What follows belongs to an exercise in optimizing a design on an open flow for small area, a short achievable clock period and few clock cycles per item; a production flow would make more cautious choices.
Only simulation tests tie the RTL to the original design; equivalence was not proved.

<file path="design/flow/constraint.sdc">
create_clock -name core_clock -period 8.5 [get_ports {clk}]
set_input_delay 1.7000 -clock core_clock [delete_from_list [all_inputs] [get_ports {clk}]]
set_output_delay 1.7000 -clock core_clock [all_outputs]
set_load 0.01 [all_outputs]
</file>
<file path="design/flow/design.v">
module temperature_calculator #(
  parameter int DIV_CYCLES = 47
) (
  input  logic               clk,
  input  logic               rst_n,
  input  logic               start,
  input  logic [31:0]        tc_base,
  input  logic [7:0]         tc_ref,
  input  logic [15:0]        adc_data,
  output logic               busy,
  output logic               done,
  output logic               div_zero,
  output logic signed [31:0] tempc
);
  localparam logic [47:0] MAG_MAX = 48'h0000_7FFF_FFFF;
  typedef enum logic [1:0] {IDLE, MUL, DIV, OUT} state_t;
  state_t      state;
  logic [5:0]  cnt;
  logic [31:0] base_q;
  logic [7:0]  ref_q;
  logic [14:0] mag_q;
  logic        sign_q;
  logic [46:0] quo;
  logic [15:0] rem;
  logic [15:0] den;
  logic [16:0] rem_sh;
  logic        rem_ge;
  logic [47:0] mag_rnd;
  logic [30:0] mag_out;
  logic signed [31:0] tempc_nxt;
  logic        start_ok;
  assign start_ok = (state == IDLE) && start && !done;
  always_comb begin
    rem_sh = {rem, quo[46]};
    rem_ge = rem_sh >= {1'b0, den};
    mag_rnd = {1'b0, quo};
    if (div_zero)                mag_out = (mag_q == 15'd0) ? 31'd0 : 31'h7FFF_FFFF;
    else if (mag_rnd > MAG_MAX)  mag_out = 31'h7FFF_FFFF;
    else                         mag_out = mag_rnd[30:0];
    tempc_nxt = sign_q ? -$signed({1'b0, mag_out}) : $signed({1'b0, mag_out});
  end
  always_ff @(posedge clk) begin
    if (start_ok) begin
      base_q <= tc_base;
      ref_q  <= tc_ref;
      mag_q  <= adc_data[14:0];
      sign_q <= adc_data[15];
    end
    case (state)
      MUL: begin
        quo <= 47'(mag_q) * 47'(base_q);
        den <= 16'(ref_q) * 16'(ref_q);
        rem <= 16'd0;
      end
      DIV: begin
        if (rem_ge) begin
          rem <= 16'(rem_sh - {1'b0, den});
          quo <= {quo[45:0], 1'b1};
        end else begin
          rem <= rem_sh[15:0];
          quo <= {quo[45:0], 1'b0};
        end
      end
      default: ;
    endcase
  end
  always_ff @(posedge clk or negedge rst_n) begin
    if (!rst_n) begin
      state    <= IDLE;
      cnt      <= 6'd0;
      busy     <= 1'b0;
      done     <= 1'b0;
      div_zero <= 1'b0;
      tempc    <= 32'sd0;
    end else begin
      case (state)
        IDLE: begin
          done <= 1'b0;
          busy <= start_ok;
          if (start_ok) begin
            div_zero <= 1'b0;
            state    <= MUL;
          end
        end
        MUL: begin
          cnt <= 6'd0;
          if (ref_q == 8'd0) begin
            div_zero <= 1'b1;
            state    <= OUT;
          end else begin
            state <= DIV;
          end
        end
        DIV: begin
          cnt <= cnt + 6'd1;
          if (cnt == 6'(DIV_CYCLES - 1)) state <= OUT;
        end
        OUT: begin
          tempc <= tempc_nxt;
          done  <= 1'b1;
          state <= IDLE;
        end
        default: state <= IDLE;
      endcase
    end
  end
endmodule
</file>
<file path="design/flow/config.mk">
export PLATFORM = sky130hd
export DESIGN_NAME = temperature_calculator
export DESIGN_NICKNAME = temperature_calculator
export VERILOG_FILES = /design/flow/design.v
export SDC_FILE = /design/flow/constraint.sdc
export NUM_CORES = 4
export LEC_CHECK = 0
export CAP_MARGIN = 20
export CORE_MARGIN = 2
export CORE_UTILIZATION = 40
export SLEW_MARGIN = 20
</file>
<file path="design/flow/run.sh">
#!/bin/bash
# synth_recipe.tcl (not shown) runs the flow's synth.tcl, then flattens the netlist and writes it again
# the make line also repeats each setting of config.mk as NAME=value (left out here)
make -C /OpenROAD-flow-scripts/flow DESIGN_CONFIG=/design/flow/config.mk WORK_HOME=/design/flow/orfs CLKGATE_MAP_FILE= SYNTH_SCRIPT=/design/flow/synth_recipe.tcl finish
</file>
==> impl_metrics.json <==
{
  "outcome": "timing/DRC/antenna clean",
  "yosysTopAreaCellShare_pct": 32.6,
  "clk_latency_ps": 500,
  "synth_fp_nets": 3346,
  "dr.pass1.iters": 8,
  "path_class": "register to register",
  "slew_headroom_pct": 24.4,
  "yosysTopAreaCell": "fa_1",
  "initial_utilization_pct": 40.4,
  "cts_buffer_depth": 2,
  "syn2layout_area_growth_pct": 9.11,
  "dpl.hpwl_mm": 48.4,
  "worst_slew_pin_slew_ps": 1130,
  "drv_cap": 0,
  "ctsHoldBuffers": 0,
  "worstSetupStartpointType": "register",
  "die_x_um": 256,
  "whs_endpoint": "tempc[20]",
  "r2r_cells": 19,
  "ios": 94,
  "cp.required_ps": 8720,
  "grt_pass1_wl_mm": 104,
  "grt_pass1_vias": 20500,
  "dieArea_um2": 65400,
  "synth-edff-count": 134,
  "period_minus_slack_ps": 7740,
  "dp_cells": 3539,
  "ys.flop_type": "edfxtp_1",
  "num-nets-final": 3352,
  "fin_area_um2": 27700,
  "min-delay-path-class": "register to register",
  "hold_violations": 0,
  "port_buffers": 93,
  "totalWireLength_mm": 61.1,
  "final_cells": 3576,
  "fmax_ghz": 0.129,
  "rrSetupSlack_ps": 760,
  "synth.distinct_cells": 74,
  "final_common_cell": "inv_1",
  "cts_setup_buffers": 0,
  "drt_iter0_markers": 1224,
  "via_per_inst": 5.18,
  "layout-drive-gt1-share_pct": 3.44,
  "synthArstFlopShare_pct": 24.3,
  "die_h_um": 256,
  "synth.top_cells.by_area": "fa_1 33%, edfxtp_1 16%, ha_1 8.0%, inv_1 7.7%, and2_1 7.1%",
  "wire_per_inst_um": 17.1,
  "netlist_instances": 2711,
  "critPathCaptureType": "register",
  "synth_area_per_cell_um2": 9.36,
  "ys_seq_area_share_pct": 20.1,
  "route.detailed.drc": 0,
  "dpl_cell_area_um2": 27000,
  "min-delay-start": "tempc[20]",
  "rr_startpoint": "mag_q[6]",
  "tns_ps": 0,
  "holdPathStages": 1,
  "grt_use_met3_pct": 2.32,
  "ant_nets": 0,
  "r2r-end": "quo[46]",
  "antenna_found_initial": 1,
  "fin_worst_skew_ps": 29.1,
  "routabilityCongestion": 0.833,
  "grt_max_degree": 98,
  "root_buffer": "clkbuf_16",
  "grt_use_met1_pct": 24.9,
  "rsz0062_at_grt": "false",
  "cts-buffers-inserted": 17,
  "busiest_layer": "met2",
  "core_area_um2": 62900,
  "num_rows": 92,
  "route.vias.total": 18500,
  "slew_viol_final": 0,
  "yosys_warnings": 1,
  "setup_violations": 0,
  "layout_common_cells": "516 x inv_1, 413 x fa_1, 314 x nand2_1",
  "fin_crit_sh_pct": 91.0,
  "groute.usage.overall_pct": 19.7,
  "ys_ff_latch": 177,
  "synth_area_um2": 25400,
  "cts.repair.resized": 0,
  "htreeDepth": 4,
  "worstPathArrival_ps": 7960,
  "met2_usage_pct": 35.2,
  "overflow": 0,
  "cts_tree": "yes",
  "worstPathMaxFanout": 22,
  "cts_sinks": 177,
  "diodes": 0,
  "clk_pin_slew_ps": 70
}
## cells by family after synthesis
| group | Yosys count | share of synthesized area, % |
|---|---|---|
| and+or+nand+nor | 850 | 16.9 |
| buffers and inverters | 652 | 9.70 |
| adders and majority gates | 576 | 40.6 |
| AOI/OAI and AO/OA | 344 | 8.56 |
| DFF | 177 | 20.1 |
| xor gates and xnor gates | 79 | 2.73 |
| muxes | 33 | 1.39 |
## metal layers
metal,part of all wire [%],vias to the layer above
met2,51,414
met3,3.6,83
met5,0,-
met4,1.8,0
met1,44,9522
li1,-,8520
## registers in the layout, summed over array words and instances, names as in the netlist
register,cells
cnt,6
div_zero,1
sign_q,1
base_q,32
rem,16
ref_q,8
mag_q,15
done,1
tempc,32
den,15
state,2
busy,1
quo,47
## worst max path at each step
stage | slack, ps | start | end | depth (start not counted)
finish | 760 | mag_q[6] | quo[46] | 19
global route | 290 | mag_q[9] | quo[46] | 20
CTS | 890 | mag_q[7] | quo[46] | 20
detailed placement | 980 | mag_q[3] | quo[46] | 19
global placement | 1010 | mag_q[5] | quo[30] | 23
floorplan | 2080 | base_q[14] | quo[43] | 23
## area by class of cell
type | instances | area [um^2]
Tap cell | 846 | 1060
Fill cell | 6115 | 35200
Timing Repair Buffer | 122 | 1180
Clock inverter | 15 | 151
Inverter | 517 | 1940
Multi-Input combinational cell | 1882 | 17800
Sequential cell | 177 | 5100
Clock buffer | 17 | 425
## worst max-delay path, cell delays in order (launching register included)
cell,delay (ps)
edfxtp_1,1080
nand2_1,220
fa_1,570
fa_1,530
inv_1,60
fa_1,550
fa_1,420
fa_1,520
inv_1,60
fa_1,480
inv_1,50
ha_1,400
nand4_1,200
nor2_1,220
nor4b_1,570
o41ai_1,210
o41ai_1,680
o22ai_1,220
nor4b_1,310
a211oi_1,80
## cells in the mapped netlist (13+ instances only)
master,n
nor3_1,22
ha_1,163
nand2_1,314
dfrtp_1,43
xnor2_1,51
clkbuf_1,130
a21o_1,27
fa_1,413
nor4_1,13
edfxtp_1,134
nor2_1,102
o21ai_0,102
a21oi_1,94
mux2i_1,19
inv_1,517
mux2_2,13
xor2_1,28
nand3_1,29
nand4_1,17
and2_1,289
## stage by stage
step	hold WS, ps	worst slack, ps	utilization [%]
6_report	518	764	44.0
5_1_grt	551	286	44.0
2_1_floorplan	424	2080	-
3_5_place_dp	505	980	43.0
4_1_cts	523	891	43.9
3_3_place_gp	500	1010	43.0
Testbench counts, summed over its fixed seeds: cycles 48,952, items 960.

==> separate check: timing with driven ports <==
How much do the figures lean on ideal ports? The routed layout below was timed once more, with nothing changed but the port constraints. Step 1 (the two cells are an assumption about what drives the block):
set clk [get_ports {clk}]
set_driving_cell -lib_cell sky130_fd_sc_hd__clkbuf_16 $clk
set_driving_cell -lib_cell sky130_fd_sc_hd__buf_2 [delete_from_list [all_inputs] $clk]
Step 2 adds t to the input delays and takes it off the output delays; t is the mean of the earliest and latest rising clock arrival at the registers after step 1. Input paths then give back, and output paths get back, about the clock's delay inside the block. a / b / c = ideal / step 1 / step 2; a / b = the first two.
shift t [ns]: 0.538
setup slack, ns: 0.764 / 0.764 / 0.764
pins driven straight from the clock port: 1
After both steps setup and hold are still met in this run. The setup slack of this run moves by 0.000 ns with the drivers and by 0.000 ns with both steps.
